Context: an optimization exercise on an open-source flow, tuned for small area. The choices shown serve that exercise and are no tape-out recipe. The RTL was checked by simulation tests, not by an equivalence proof against the original design.

## the previous run
==> flow/design.v <==
package id_pkg;
  localparam logic [5:0] OP_RTYPE = 6'h00;
  localparam logic [5:0] OP_BEQ   = 6'h04;
  localparam logic [5:0] OP_ADDI  = 6'h08;
  localparam logic [5:0] OP_LW    = 6'h23;
  localparam logic [5:0] OP_SW    = 6'h2B;
endpackage
module rf_aoi3 (
  input  logic [2:0] s,
  input  logic [2:0] d,
  output logic       y
);
  assign y = !(|(s & d));
endmodule
module rf_nand2 (
  input  logic a,
  input  logic b,
  output logic y
);
  assign y = !(a & b);
endmodule
module rf_nandn #(
  parameter int M = 11
) (
  input  logic [M-1:0] x,
  output logic         y
);
  assign y = !(&x);
endmodule
module rf_ao22 (
  input  logic a,
  input  logic b,
  input  logic c,
  input  logic d,
  output logic y
);
  assign y = (a & b) | (c & d);
endmodule
module rf_rdbit #(
  parameter int N = 33
) (
  input  logic [N-1:0] s,
  input  logic [N-1:0] d,
  output logic         y
);
  localparam int NG = N / 3;
  localparam int NR = N - 3 * NG;
  logic [NG+NR-1:0] t;
  genvar g;
  generate
    for (g = 0; g < NG; g++) begin : g_aoi
      rf_aoi3 u_aoi (.s(s[3*g +: 3]), .d(d[3*g +: 3]), .y(t[g]));
    end
    for (g = 0; g < NR; g++) begin : g_tail
      rf_nand2 u_nand (.a(s[3*NG+g]), .b(d[3*NG+g]), .y(t[NG+g]));
    end
  endgenerate
  rf_nandn #(.M(NG + NR)) u_or (.x(t), .y(y));
endmodule
module id_stage_pipe (
  input  logic        clk,
  input  logic        rst,
  input  logic        in_valid,
  output logic        in_ready,
  input  logic [31:0] instn,
  input  logic        wb_we,
  input  logic [4:0]  wb_addr,
  input  logic [31:0] wb_data,
  input  logic        ex_load_pending,
  input  logic [4:0]  ex_load_rt,
  input  logic        flush,
  input  logic        ex_ready,
  output logic        out_valid,
  output logic [31:0] out_rs_data,
  output logic [31:0] out_rt_data,
  output logic [31:0] out_imm,
  output logic [4:0]  out_rs,
  output logic [4:0]  out_rt,
  output logic [4:0]  out_rd,
  output logic [4:0]  out_shamt,
  output logic [5:0]  out_funct,
  output logic [5:0]  out_opcode,
  output logic [7:0]  out_ctrl,
  output logic        peri_req,
  input  logic        peri_ack,
  output logic [15:0] peri_addr,
  output logic [15:0] peri_data
);
  logic [5:0]  opcode;
  logic [4:0]  rs, rt;
  logic uses_rt, haz, peri_store, slot_free, idle;
  logic normal_ready, consume, load_slot, launch;
  logic hold, killed, was_idle;
  logic [15:0] imm_q;
  assign opcode = instn[31:26];
  assign rs     = instn[25:21];
  assign rt     = instn[20:16];
  assign slot_free = !out_valid || ex_ready;
  logic [31:0] regs [1:31];
  logic [31:0] regs_d [1:31];
  logic [31:1] valid, wsel, nwsel, live;
  logic [31:1] sel_a, sel_b;
  logic        byp_a, byp_b, a_hit, b_hit;
  logic [31:0] rs_next, rt_next;
  genvar i, b;
  generate
    for (i = 1; i < 32; i++) begin : g_reg
      assign wsel[i]   = wb_we && (wb_addr == i);
      assign nwsel[i]  = !wsel[i];
      assign live[i]   = valid[i] && !wsel[i];
      assign sel_a[i]  = slot_free && live[i] && (rs == i);
      assign sel_b[i]  = live[i] && (rt == i);
      for (b = 0; b < 32; b++) begin : g_bit
        rf_ao22 u_hold (.a(wsel[i]), .b(wb_data[b]), .c(nwsel[i]), .d(regs[i][b]),
                        .y(regs_d[i][b]));
      end
      always_ff @(posedge clk) begin
        regs[i] <= regs_d[i];
      end
      always_ff @(posedge clk or posedge rst) begin
        if (rst) valid[i] <= 1'b0;
        else     valid[i] <= valid[i] || wsel[i];
      end
    end
  endgenerate
  assign a_hit  = wb_we && (wb_addr == rs) && (rs != 5'd0);
  assign b_hit  = wb_we && (wb_addr == rt) && (rt != 5'd0);
  assign byp_a  = slot_free && a_hit;
  assign byp_b  = b_hit;
  generate
    for (b = 0; b < 32; b++) begin : g_rd
      logic [32:0] sa, da;
      logic [31:0] sb, db;
      for (i = 1; i < 32; i++) begin : g_t
        assign sa[i-1] = sel_a[i];
        assign da[i-1] = regs[i][b];
        assign sb[i-1] = sel_b[i];
        assign db[i-1] = regs[i][b];
      end
      assign sa[32:31] = {!slot_free, byp_a};
      assign da[32:31] = {out_rs_data[b], wb_data[b]};
      assign sb[31]    = byp_b;
      assign db[31]    = wb_data[b];
      rf_rdbit #(.N(33)) u_a (.s(sa), .d(da), .y(rs_next[b]));
      rf_rdbit #(.N(32)) u_b (.s(sb), .d(db), .y(rt_next[b]));
    end
  endgenerate
  assign uses_rt = (opcode == id_pkg::OP_RTYPE) || (opcode == id_pkg::OP_SW) ||
                   (opcode == id_pkg::OP_BEQ);
  assign haz = ex_load_pending && (ex_load_rt != 5'd0) &&
               ((ex_load_rt == rs) || ((ex_load_rt == rt) && uses_rt));
  assign peri_store = (opcode == id_pkg::OP_SW) && (instn[15:8] != 8'd0);
  assign idle         = !peri_req && !hold;
  assign normal_ready = slot_free && !haz && idle && !peri_store;
  assign consume      = slot_free && ((peri_req && peri_ack) || hold);
  assign in_ready     = !rst && (normal_ready || consume);
  assign load_slot    = (in_valid && normal_ready) || (consume && !killed);
  assign launch       = idle && in_valid && peri_store && !haz;
  always_ff @(posedge clk or posedge rst) begin
    if (rst) begin
      out_valid <= 1'b0;
      peri_req  <= 1'b0;
      hold      <= 1'b0;
      killed    <= 1'b0;
    end else begin
      out_valid <= !flush && (load_slot || !slot_free);
      if (idle) begin
        peri_req <= launch;
      end else if (peri_req) begin
        if (peri_ack) begin
          peri_req <= 1'b0;
          hold     <= !slot_free;
        end
      end else if (slot_free) begin
        hold <= 1'b0;
      end
      killed <= !idle && !consume && (killed || flush);
    end
  end
  logic [31:0] f_d, f_q, f_in;
  logic [31:0] rt_d;
  logic [15:0] peri_d, pa_d;
  assign f_in = {instn[15:0], rs, rt, opcode};
  assign f_q  = {imm_q, out_rs, out_rt, out_opcode};
  generate
    for (b = 0; b < 32; b++) begin : g_f
      rf_ao22 u_hold (.a(slot_free), .b(f_in[b]), .c(!slot_free),
                      .d(f_q[b]), .y(f_d[b]));
    end
    for (b = 0; b < 32; b++) begin : g_rt
      rf_ao22 u_rt (.a(slot_free), .b(rt_next[b]), .c(!slot_free), .d(out_rt_data[b]),
                    .y(rt_d[b]));
    end
    for (b = 0; b < 16; b++) begin : g_pd
      rf_ao22 u_pa (.a(launch), .b(instn[b]), .c(!launch), .d(peri_addr[b]), .y(pa_d[b]));
      rf_ao22 u_pd (.a(launch), .b(rt_next[b]), .c(!launch), .d(peri_data[b]),
                    .y(peri_d[b]));
    end
  endgenerate
  always_ff @(posedge clk) begin
    out_rs_data         <= rs_next;
    out_rt_data         <= rt_d;
    {imm_q, out_rs, out_rt, out_opcode} <= f_d;
    peri_data           <= peri_d;
    peri_addr           <= pa_d;
    if (slot_free) was_idle <= idle;
  end
  assign out_imm   = {{16{imm_q[15]}}, imm_q};
  assign out_rd    = imm_q[15:11];
  assign out_shamt = imm_q[10:6];
  assign out_funct = imm_q[5:0];
  always_comb begin
    case (out_opcode)
      id_pkg::OP_RTYPE: out_ctrl = 8'b1_10_0_0_0_1_0;
      id_pkg::OP_ADDI:  out_ctrl = 8'b0_00_1_0_0_1_0;
      id_pkg::OP_LW:    out_ctrl = 8'b0_00_1_0_0_1_1;
      id_pkg::OP_SW:    out_ctrl = {5'b0_00_1_0, was_idle, 2'b0_0};
      id_pkg::OP_BEQ:   out_ctrl = 8'b0_01_0_1_0_0_0;
      default:          out_ctrl = 8'h00;
    endcase
  end
endmodule
Settings: LEC_CHECK=0, CAP_MARGIN=20, CORE_MARGIN=2, CORE_UTILIZATION=60, SLEW_MARGIN=20, SYNTH_HIERARCHICAL=1; clock period 6.0 ns.
standard.sh (not shown) runs the stock make flow with config.mk's settings and CLKGATE_MAP_FILE= SYNTH_SCRIPT=/design/flow/synth_recipe.tcl, a recipe that flattens the netlist after the stock synthesis.
==> flow/flow/run.sh <==
#!/bin/bash
# Own layout flow: the standard ORFS flow (standard.sh, unchanged synthesis) with
#  - plain buf_1 cells as the port buffers instead of the default delay buffers, and
#  - a clock tree without dummy loads, with larger sink clusters (fewer leaf buffers).
# make's full output goes to flow_make.log here; each ORFS step's log is under orfs/logs/.
set -euo pipefail
export BUFFER_PORTS_ARGS="-buffer_cell sky130_fd_sc_hd__buf_1"
export CTS_ARGS="-sink_clustering_enable -repair_clock_nets -dont_use_dummy_load -sink_clustering_size 25 -sink_clustering_max_diameter 80"
bash standard.sh finish > flow_make.log 2>&1
--- input diff the previous run..the current run ---
diff --git a/flow/design.v b/flow/design.v
--- a/flow/design.v
+++ b/flow/design.v
@@ -179,7 +179,7 @@
   end
   logic [31:0] f_d, f_q, f_in;
   logic [31:0] rt_d;
-  logic [15:0] peri_d, pa_d;
+  logic [15:0] peri_d;
   assign f_in = {instn[15:0], rs, rt, opcode};
   assign f_q  = {imm_q, out_rs, out_rt, out_opcode};
   generate
@@ -192,7 +192,6 @@
                     .y(rt_d[b]));
     end
     for (b = 0; b < 16; b++) begin : g_pd
-      rf_ao22 u_pa (.a(launch), .b(instn[b]), .c(!launch), .d(peri_addr[b]), .y(pa_d[b]));
       rf_ao22 u_pd (.a(launch), .b(rt_next[b]), .c(!launch), .d(peri_data[b]),
                     .y(peri_d[b]));
     end
@@ -202,7 +201,6 @@
     out_rt_data         <= rt_d;
     {imm_q, out_rs, out_rt, out_opcode} <= f_d;
     peri_data           <= peri_d;
-    peri_addr           <= pa_d;
     if (slot_free) was_idle <= idle;
   end
   assign out_imm   = {{16{imm_q[15]}}, imm_q};
@@ -219,4 +217,5 @@
       default:          out_ctrl = 8'h00;
     endcase
   end
-endmodule
+  assign peri_addr = instn[15:0];
+endmodule
Findings:
- Compared with the previous run, in the current run internal reg-to-reg setup slack now sits higher; routed wire length now sits higher; cell count after placement now sits lower; timing-limited maximum frequency now sits lower; synthesized area now sits lower.
- Compared with the previous run, the current run shows a higher routed via count divided by cell count.
- Sort the previous run and the current run by final core utilization, ascending, and the current run comes first.
- Compared with the previous run, in the current run flip-flop and latch count now sits lower; tightest hold margin now sits at about the same level.

[what the ideal ports hide]
How much do the figures lean on ideal ports? The routed layouts below were timed once more, with nothing changed but the port constraints.
Step 1: set_driving_cell puts a clkbuf_16 on clk and a buf_2 on each other input, an assumption about the parent block.
Step 2 adds t to the input delays and takes it off the output delays; t is the mean of the earliest and latest rising clock arrival at the registers after step 1. Input paths then give back, and output paths get back, about the clock's delay inside the block.
Slacks: ideal / step 1 / step 2; pairs: ideal / step 1.
| run | t, ns | setup slack, ns | hold slack, ns | worst setup path at the end |
|---|---|---|---|---|
| the previous run | 0.723 | 1.367 / 1.418 / 0.695 | 0.469 / 0.469 / 0.469 | input to register |
| the current run | 0.740 | 1.313 / 1.337 / 0.598 | 0.471 / 0.471 / 0.471 | input to register |
After both steps setup and hold are still met in every run listed. For the current run, which loses most, drivers alone change the setup slack by +0.024 ns; drivers and shift together by -0.715 ns.
